This design comes from an exercise in tuning for small area, a short achievable clock period and few clock cycles per item on the open sky130 flow, not from production work.
In this exercise RTL edits were held to simulation tests only and were not proved equivalent to the original.

// variable_adjust_chain_alu
module variable_adjust_chain_alu
(
    input  logic                clk,
    input  logic                rst_n,
    input  logic                in_valid,
    output logic                in_ready,
    input  logic [173:0]        in_data_bits,
    output logic                out_valid,
    input  logic                out_ready,
    output logic [32:0]         out_data_bits
);
clock: 7.0 ns
lec_check: 0
abc_area: 1
cap_margin: 20
core_margin: 2
core_utilization: 35
place_density: 0.6
setup_slack_margin: 2.7
slew_margin: 20
run.sh (not shown) runs the stock make flow with config.mk's settings and CLKGATE_MAP_FILE= SYNTH_SCRIPT=/design/flow/synth_recipe.tcl, a recipe that flattens the netlist after the stock synthesis.
The first run completed without violations.
Testbench counts at the start, summed over its fixed seeds: cycles 24,490, items 3,200.
Next try:
--- a/flow/config.mk
+++ b/flow/config.mk
@@ -8 +7,0 @@
-export ABC_AREA = 1
@@ -13 +12 @@
-export SETUP_SLACK_MARGIN = 2.7
+export SETUP_SLACK_MARGIN = 2.5
What happened:
- worst setup slack loses 0.18 ns
- final cell count goes down by 8.7%
- utilization decreases by 1.2 points
- clock skew hardly moves
- register-to-register slack degrades by 0.18 ns
- synthesized area is higher by 5.3%
- routed wire length grows by 6.4%
- via count increases by 1.4%
Next try:
--- a/flow/config.mk
+++ b/flow/config.mk
@@ -7,0 +8 @@
+export ABC_AREA = 1
@@ -10,0 +12 @@
+export GPL_ROUTABILITY_DRIVEN = 0
Outcome: The new run produced a clean layout; core utilization falls by 0.67 points; routed wire length drops by 14%; clock-buffer cell count is unchanged.
Next try:
--- a/flow/config.mk
+++ b/flow/config.mk
@@ -12,2 +12 @@
-export GPL_ROUTABILITY_DRIVEN = 0
-export PLACE_DENSITY = 0.6
+export PLACE_DENSITY = 0.5
=>
- cell count climbs slightly
- design area goes up slightly
- wire length climbs by roughly a tenth
- die area does not change
- fmax is higher by a few percent
- clock skew came out higher by 0.0030 ns
- hold slack barely changes
Next try:
--- a/flow/config.mk
+++ b/flow/config.mk
@@ -12 +12 @@
-export PLACE_DENSITY = 0.5
+export PLACE_DENSITY = 0.6
=> Setup slack gets better by 0.0047 ns; routed wire length goes down by 7.1%; clock-buffer cell count goes down by 1; sequential share of layout area goes up by 0.17 points; hold slack gets worse by 0.014 ns; final cell count goes down by 0.56%; non-clock buffer count goes down by 26; first-iteration DRC count goes up by 3.3%.

========
variable_adjust_chain_alu, a different RTL version from the one above (not shown whole).
Size in the first run: ~3700 cells after synthesis, ~200 flip-flops.
make LEC_CHECK=0 ABC_AREA=1 CAP_MARGIN=20 CORE_MARGIN=2 CORE_UTILIZATION=50 PLACE_DENSITY=0.65 SETUP_SLACK_MARGIN=2.5 SLEW_MARGIN=20 finish   # period 7.0 ns
Testbench counts at the start, summed over its fixed seeds: cycles 24,882, items 3,200.
Next try:
Settings changed: CORE_UTILIZATION 50 to 40, PLACE_DENSITY 0.65 to 0.6.
=> Clock skew is about the same; area after synthesis is unchanged; cell count increases by 4.0%; register-to-register slack is better by 0.15 ns; sequential share of layout area went down by 0.14 points; worst setup slack improved by 0.15 ns.
Next try:
Settings changed: SETUP_SLACK_MARGIN 2.5 to 2.0.
After rerunning:
- The changed run completed with no timing, DRC or antenna violations
- cell area is lower by 5.4%
- via count is lower by 2.9%
- count of clock-buffer cells in the layout is lower by 1
- critical path depth is higher by 3
- worst setup slack got worse by 0.36 ns

========
Another version of the RTL of variable_adjust_chain_alu (not shown whole).
Size in the first run: ~200 flip-flops, about 22000 µm² of cells after synthesis.
make LEC_CHECK=0 ABC_AREA=1 CAP_MARGIN=20 CORE_MARGIN=2 CORE_UTILIZATION=40 PLACE_DENSITY=0.7 SETUP_SLACK_MARGIN=2.5 SLEW_MARGIN=20 finish   # period 7.0 ns
Testbench counts at the start, summed over its fixed seeds: cycles 24,882, items 3,200.
==> next run, changes <==
PLACE_DENSITY = 0.6   (was 0.7)
SETUP_SLACK_MARGIN = 3.0   (was 2.5)
What happened:
- die area is unchanged
- non-clock buffer count is higher by 104
- maximum frequency is lower by a few percent
- sequential share of layout area is lower by 1.0 points
- design area is higher by a little under a tenth
- wire length is higher by a little under a tenth
- critical path depth is unchanged
==> next run, changes <==
CORE_UTILIZATION = 35   (was 40)
SETUP_SLACK_MARGIN = 2.5   (was 3.0)
Effect: Wire length falls by 8.0%. Global-route usage is lower by 8.6 points. Synthesized area stays the same. Die area goes up by 14%. Clock-buffer cell count goes up by 5. Via count falls by 6.2%. Critical path depth came out higher by 1.
==> next run, changes <==
CORE_UTILIZATION = 40   (was 35)
After rerunning: The new run finished with timing, DRC and antenna clean; setup slack gets better by 0.032 ns; die area went down by about 12%; global-route usage went up by 5.1 points; synthesized area is unchanged; final area barely changes.

========
variable_adjust_chain_alu, a different RTL version from the one above (not shown whole).
Size: roughly 210 I/O pins, ~24000 um2 of cells after synthesis.
Design variable_adjust_chain_alu, start of the top module:
module variable_adjust_chain_alu
(
    input  logic                clk,
    input  logic                rst_n,
    input  logic                in_valid,
    output logic                in_ready,
    input  logic [173:0]        in_data_bits,
    output logic                out_valid,
    input  logic                out_ready,
    output logic [32:0]         out_data_bits
);
    logic [31:0] f_value, f_mask, f_add, f_divmod, f_start;
    logic [4:0]  f_shift;
    logic [1:0]  f_kind, f_size;
    logic [3:0]  f_op;
    logic        f_chain;
    assign {f_value, f_shift, f_mask, f_add, f_divmod, f_kind, f_op, f_size, f_chain, f_start} = in_data_bits;
    logic [5:0]  state_reg, state_next;
    logic [31:0] acc_reg;
    logic        outv_reg;
    logic [31:0] out_r_reg;
    logic        out_dz_reg;
    logic [31:0] x_reg, r_reg, d_reg;
    logic [3:0]  op_reg;
    logic [4:0]  cnt_reg;
    logic        neg_reg, wrem_reg, phase_reg, mul_reg, dz_reg, sd_reg, sgn_reg;
    logic        byte_q, word_q, kdiv_q, kmod_q;
    logic        div_q, sgn_q, rem_q, mul_q, max_q, csgn_q, sub_q;
    assign out_valid     = outv_reg;
    assign out_data_bits = {out_r_reg, out_dz_reg};
    logic s_idle, s_add, s_align, s_iter, s_fix, s_alu, s_shl;
    assign s_add   = state_reg[S_ADD];
    assign s_align = state_reg[S_ALIGN];
    assign s_iter  = state_reg[S_ITER];
    assign s_fix   = state_reg[S_FIX];
    assign s_alu   = state_reg[S_ALU];
    assign s_shl   = state_reg[S_SHL];
  ...
clock: 7.0 ns
lec_check: 0
cap_margin: 20
core_margin: 2
core_utilization: 40
place_density: 0.6
setup_slack_margin: 3.0
slew_margin: 20
tns_end_percent: 5
Testbench counts at the start, summed over its fixed seeds: cycles 27,436, items 3,200.
Edit:
--- a/flow/config.mk
+++ b/flow/config.mk
@@ -12 +12 @@
-export SETUP_SLACK_MARGIN = 3.0
+export SETUP_SLACK_MARGIN = 2.5
@@ -14 +13,0 @@
-export TNS_END_PERCENT = 5
The new run completed with no timing, DRC or antenna violations; fmax came out higher by 1.7%; worst setup slack is better by 0.080 ns; area after synthesis stays the same; wire length came out lower by about 4%; register-to-register slack is better by 0.08 ns; die area is unchanged.
Edit:
--- a/flow/config.mk
+++ b/flow/config.mk
@@ -13,0 +14 @@
+export TNS_END_PERCENT = 5
Non-clock buffer count rose by 18.
Final cell count grows by 0.36%.
Worst setup slack loses 0.23 ns.

[re-timing with driven ports]
No port has a modelled driver above. Below, the same layouts with a new extraction and two added sets of constraints. Step 1 (the two cells are an assumption about what drives the block):
set clk [get_ports {clk}]
set_driving_cell -lib_cell sky130_fd_sc_hd__clkbuf_16 $clk
set_driving_cell -lib_cell sky130_fd_sc_hd__buf_2 [delete_from_list [all_inputs] $clk]
Step 2 also shifts input and output timing later by t, the mid clock arrival at the registers, as if the neighbouring blocks saw the same clock. Slacks: ideal ports / drivers / drivers and shift; pairs: ideal ports / drivers.
| run | t (ns) | slack for setup (ns) | clock arrival spread, ns |
|---|---|---|---|
| the first run of note 1 | 0.598 | 2.511 / 2.511 / 2.291 | 0.024 / 0.024 |
| the second run of note 1 | 0.593 | 2.333 / 2.333 / 1.976 | 0.023 / 0.023 |
| the third run of note 1 | 0.598 | 2.463 / 2.463 / 2.066 | 0.024 / 0.024 |
| the fourth run of note 1 | 0.595 | 2.560 / 2.555 / 2.157 | 0.027 / 0.027 |
| the fifth run of note 1 | 0.591 | 2.565 / 2.565 / 2.117 | 0.025 / 0.025 |
| the first run of note 2 | 0.595 | 2.362 / 2.362 / 2.078 | 0.021 / 0.021 |
| the second run of note 2 | 0.582 | 2.507 / 2.507 / 2.311 | 0.020 / 0.020 |
| the third run of note 2 | 0.584 | 2.151 / 2.151 / 2.151 | 0.017 / 0.016 |
| the first run of note 3 | 0.583 | 2.476 / 2.476 / 2.054 | 0.017 / 0.018 |
| the second run of note 3 | 0.589 | 2.369 / 2.369 / 2.369 | 0.020 / 0.020 |
| the third run of note 3 | 0.581 | 2.550 / 2.550 / 2.074 | 0.017 / 0.017 |
| the fourth run of note 3 | 0.591 | 2.582 / 2.582 / 2.148 | 0.016 / 0.016 |
| the first run of note 4 | 0.587 | 2.334 / 2.334 / 2.334 | 0.029 / 0.028 |
| the second run of note 4 | 0.593 | 2.414 / 2.390 / 2.414 | 0.020 / 0.020 |
| the third run of note 4 | 0.601 | 2.188 / 2.122 / 2.196 | 0.026 / 0.026 |
After both steps every run listed still meets setup and hold. The setup slack of the third run of note 3, which loses most, moves by 0.000 ns with the drivers and by -0.476 ns with both steps.
